Source: an optimization exercise on an open RTL-to-GDS flow (aim: small area, a short achievable clock period and few clock cycles per item). Production flows keep margins and buffers that such runs may drop. In this exercise RTL edits were held to simulation tests only and were not proved equivalent to the original.

Setup of delta:
## array_mul_top
module array_mul_top (
   input  logic        clk,
   input  logic        arst_n,
   input  logic        in_valid,
   input  logic        para_mode,
   input  logic [15:0] a,
   input  logic [15:0] b,
   output logic        out_valid,
   output logic [31:0] p
);
   wire a0 = a[0];
   wire a1 = a[1];
   wire a2 = a[2];
   wire a3 = a[3];
   wire a4 = a[4];
   wire a5 = a[5];
   wire a6 = a[6];
   wire a7 = a[7];
   wire a8 = a[8];
   wire a9 = a[9];
   wire a10 = a[10];
   wire a11 = a[11];
   wire a12 = a[12];
   wire a13 = a[13];
   wire a14 = a[14];
   wire a15 = a[15];
   wire b0 = b[0];
   wire b1 = b[1];
   wire b2 = b[2];
   wire b3 = b[3];
   wire b4 = b[4];
   wire b5 = b[5];
   wire b6 = b[6];
   wire b7 = b[7];
   wire b8 = b[8];
   wire b9 = b[9];
   wire b10 = b[10];
   wire b11 = b[11];
   wire b12 = b[12];
   wire b13 = b[13];
   wire b14 = b[14];
   wire b15 = b[15];
   wire md = para_mode;
   logic pp_0_0;
   logic pp_0_1;
   logic pp_0_2;
   logic pp_0_3;
   logic pp_0_4;
   logic pp_0_5;
   logic pp_0_6;
   logic pp_0_7;
   logic pp_0_8;
   logic pp_0_9;
  ...
clock: 6.0 ns
lec_check: 0
cap_margin: 20
core_margin: 2
core_utilization: 40
setup_slack_margin: 3.0
slew_margin: 20
synth_hierarchical: 1
synth_minimum_keep_size: 0
run.sh (not shown) runs the stock make flow with config.mk's settings and CLKGATE_MAP_FILE= SYNTH_SCRIPT=/design/flow/synth_recipe.tcl, a recipe that flattens the netlist after the stock synthesis.
Testbench counts of delta, summed over its fixed seeds: cycles 4,008, items 4,000.
Here is what was changed in the inputs of alpha compared with delta.
diff --git a/flow/design.v b/flow/design.v
--- a/flow/design.v
+++ b/flow/design.v
@@ -921,23 +921,23 @@
    logic sm21;
    logic sm22;
    logic sm23;
    logic sm24;
    logic sm25;
    logic sm26;
    logic sm27;
    logic sm28;
    logic sm29;
    logic sm30;
    logic sm31;
-   logic hc2_q1;
+   logic fs5_q1;
    logic hs3_q1;
    logic hc3_q1;
    logic fs8_q1;
    logic fs9_q1;
    logic fc9_q1;
    logic fc13_q1;
    logic fs14_q1;
    logic fc14_q1;
    logic fs18_q1;
    logic fs19_q1;
    logic fc19_q1;
@@ -1346,23 +1346,23 @@
    assign pp_15_14 = ~(a14 & b15);
    assign pp_15_15 = ~(a15 & b15);
    mul_fa u_ha0 (.x(pp_0_2), .y(pp_1_1), .z(1'b1), .s(hs0), .c(hc0));
    mul_fa u_fa0 (.x(pp_0_3), .y(pp_1_2), .z(pp_2_1), .s(fs0), .c(fc0));
    mul_fa u_ha1 (.x(pp_3_0), .y(hc0), .z(1'b1), .s(hs1), .c(hc1));
    mul_fa u_fa1 (.x(pp_0_4), .y(pp_1_3), .z(pp_2_2), .s(fs1), .c(fc1));
    mul_fa u_fa2 (.x(pp_3_1), .y(pp_4_0), .z(fc0), .s(fs2), .c(fc2));
    mul_fa u_ha2 (.x(fs1), .y(hc1), .z(1'b1), .s(hs2), .c(hc2));
    mul_fa u_fa3 (.x(pp_0_5), .y(pp_1_4), .z(pp_2_3), .s(fs3), .c(fc3));
    mul_fa u_fa4 (.x(pp_3_2), .y(pp_4_1), .z(pp_5_0), .s(fs4), .c(fc4));
    mul_fa u_fa5 (.x(fc1), .y(fs3), .z(fs4), .s(fs5), .c(fc5));
-   mul_fa u_ha3 (.x(fc2), .y(fs5), .z(1'b1), .s(hs3), .c(hc3));
+   mul_fa u_ha3 (.x(hc2), .y(fc2), .z(1'b1), .s(hs3), .c(hc3));
    mul_fa u_fa6 (.x(pp_0_6), .y(pp_1_5), .z(pp_2_4), .s(fs6), .c(fc6));
    mul_fa u_fa7 (.x(pp_3_3), .y(pp_4_2), .z(pp_5_1), .s(fs7), .c(fc7));
    mul_fa u_fa8 (.x(pp_6_0), .y(fc3), .z(fc4), .s(fs8), .c(fc8));
    mul_fa u_fa9 (.x(fs6), .y(fs7), .z(fc5), .s(fs9), .c(fc9));
    mul_fa u_ha4 (.x(fs8_q1), .y(hc3_q1), .z(1'b1), .s(hs4), .c(hc4));
    mul_fa u_fa10 (.x(pp_0_7), .y(pp_1_6), .z(pp_2_5), .s(fs10), .c(fc10));
    mul_fa u_fa11 (.x(pp_3_4), .y(pp_4_3), .z(pp_5_2), .s(fs11), .c(fc11));
    mul_fa u_fa12 (.x(pp_6_1), .y(pp_7_0), .z(fc6), .s(fs12), .c(fc12));
    mul_fa u_fa13 (.x(fc7), .y(fs10), .z(fs11), .s(fs13), .c(fc13));
    mul_fa u_fa14 (.x(fc8), .y(fs12), .z(fs13), .s(fs14), .c(fc14));
    mul_fa u_ha5 (.x(fc9_q1), .y(fs14_q1), .z(1'b1), .s(hs5), .c(hc5));
@@ -1554,26 +1554,26 @@
    mul_fa u_fa191 (.x(fc186_q1), .y(fs190_q1), .z(fc187_q1), .s(fs191), .c(fc191));
    mul_fa u_fa192 (.x(pp_13_15), .y(pp_14_14), .z(pp_15_13), .s(fs192), .c(fc192));
    mul_fa u_fa193 (.x(fc189), .y(fs192), .z(fc190), .s(fs193), .c(fc193));
    mul_fa u_fa194 (.x(pp_14_15), .y(pp_15_14), .z(fc192), .s(fs194), .c(fc194));
    assign p0 = ~pp_0_0;
    assign g1 = pp_0_1 & pp_1_0;
    assign p1 = pp_0_1 ^ pp_1_0;
    assign g2 = pp_2_0 & hs0;
    assign p2 = pp_2_0 ^ hs0;
    assign g3 = fs0 & hs1;
    assign p3 = fs0 ^ hs1;
-   assign g4 = fs2 & hs2;
-   assign p4 = fs2 ^ hs2;
-   assign g5 = hc2_q1 & hs3_q1;
-   assign p5 = hc2_q1 ^ hs3_q1;
+   assign g4 = hs2 & fs2;
+   assign p4 = hs2 ^ fs2;
+   assign g5 = fs5_q1 & hs3_q1;
+   assign p5 = fs5_q1 ^ hs3_q1;
    assign g6 = fs9_q1 & hs4;
    assign p6 = fs9_q1 ^ hs4;
    assign g7 = hc4 & hs5;
    assign p7 = hc4 ^ hs5;
    assign g8 = fs20 & hs6;
    assign p8 = fs20 ^ hs6;
    assign g9 = hc6 & hs7;
    assign p9 = hc6 ^ hs7;
    assign g10 = hc7 & hs8;
    assign p10 = hc7 ^ hs8;
    assign g11 = fs44 & hs9;
@@ -1759,23 +1759,23 @@
    assign sm22 = ~(p22_q2 ^ cg69);
    assign sm23 = ~(p23_q2 ^ cg70);
    assign sm24 = ~(p24_q2 ^ cg71);
    assign sm25 = ~(p25_q2 ^ cg72);
    assign sm26 = ~(p26_q2 ^ cg73);
    assign sm27 = ~(p27_q2 ^ cg74);
    assign sm28 = ~(p28_q2 ^ cg75);
    assign sm29 = ~(p29_q2 ^ cg76);
    assign sm30 = ~(p30_q2 ^ cg77);
    assign sm31 = ~cg78;
    always_ff @(posedge clk) begin
-      hc2_q1 <= hc2;
+      fs5_q1 <= fs5;
       hs3_q1 <= hs3;
       hc3_q1 <= hc3;
       fs8_q1 <= fs8;
       fs9_q1 <= fs9;
       fc9_q1 <= fc9;
       fc13_q1 <= fc13;
       fs14_q1 <= fs14;
       fc14_q1 <= fc14;
       fs18_q1 <= fs18;
       fs19_q1 <= fs19;
       fc19_q1 <= fc19;
## What came out
STATUS post-layout instance area: alpha wins against delta. Summary of the comparison: worst setup slack is higher in alpha, relative to delta. Relative to delta, via density per instance decreased by 0.37% in alpha. Filler cell count in the final layout (alpha vs. delta) increases by a few percent. Compared delta against alpha; global routing usage on met2 within noise.
Testbench counts of alpha, summed over its fixed seeds: cycles 4,008, items 4,000.

## re-timing with driven ports
The flow's constraints put no driver on any port. The routed layouts listed below were extracted and timed again, unchanged, in two steps.
Step 1 assumes that a clkbuf_16 drives the clock port and a buf_2 every other input.
Step 2 adds t to the input delays and takes it off the output delays; t is the mean of the earliest and latest rising clock arrival at the registers after step 1. Input paths then give back, and output paths get back, about the clock's delay inside the block.
Three values: ideal, step 1, step 2; two values: the first two.
run	shift t [ns]	slack for setup (ns)	hold WS [ns]
delta	0.478	2.965 / 2.919 / 2.546	0.332 / 0.332 / 0.332
alpha	0.481	3.009 / 2.981 / 2.540	0.328 / 0.328 / 0.328
After both steps every run listed still meets setup and hold. For alpha, which loses most, drivers alone change the setup slack by -0.028 ns; drivers and shift together by -0.469 ns.
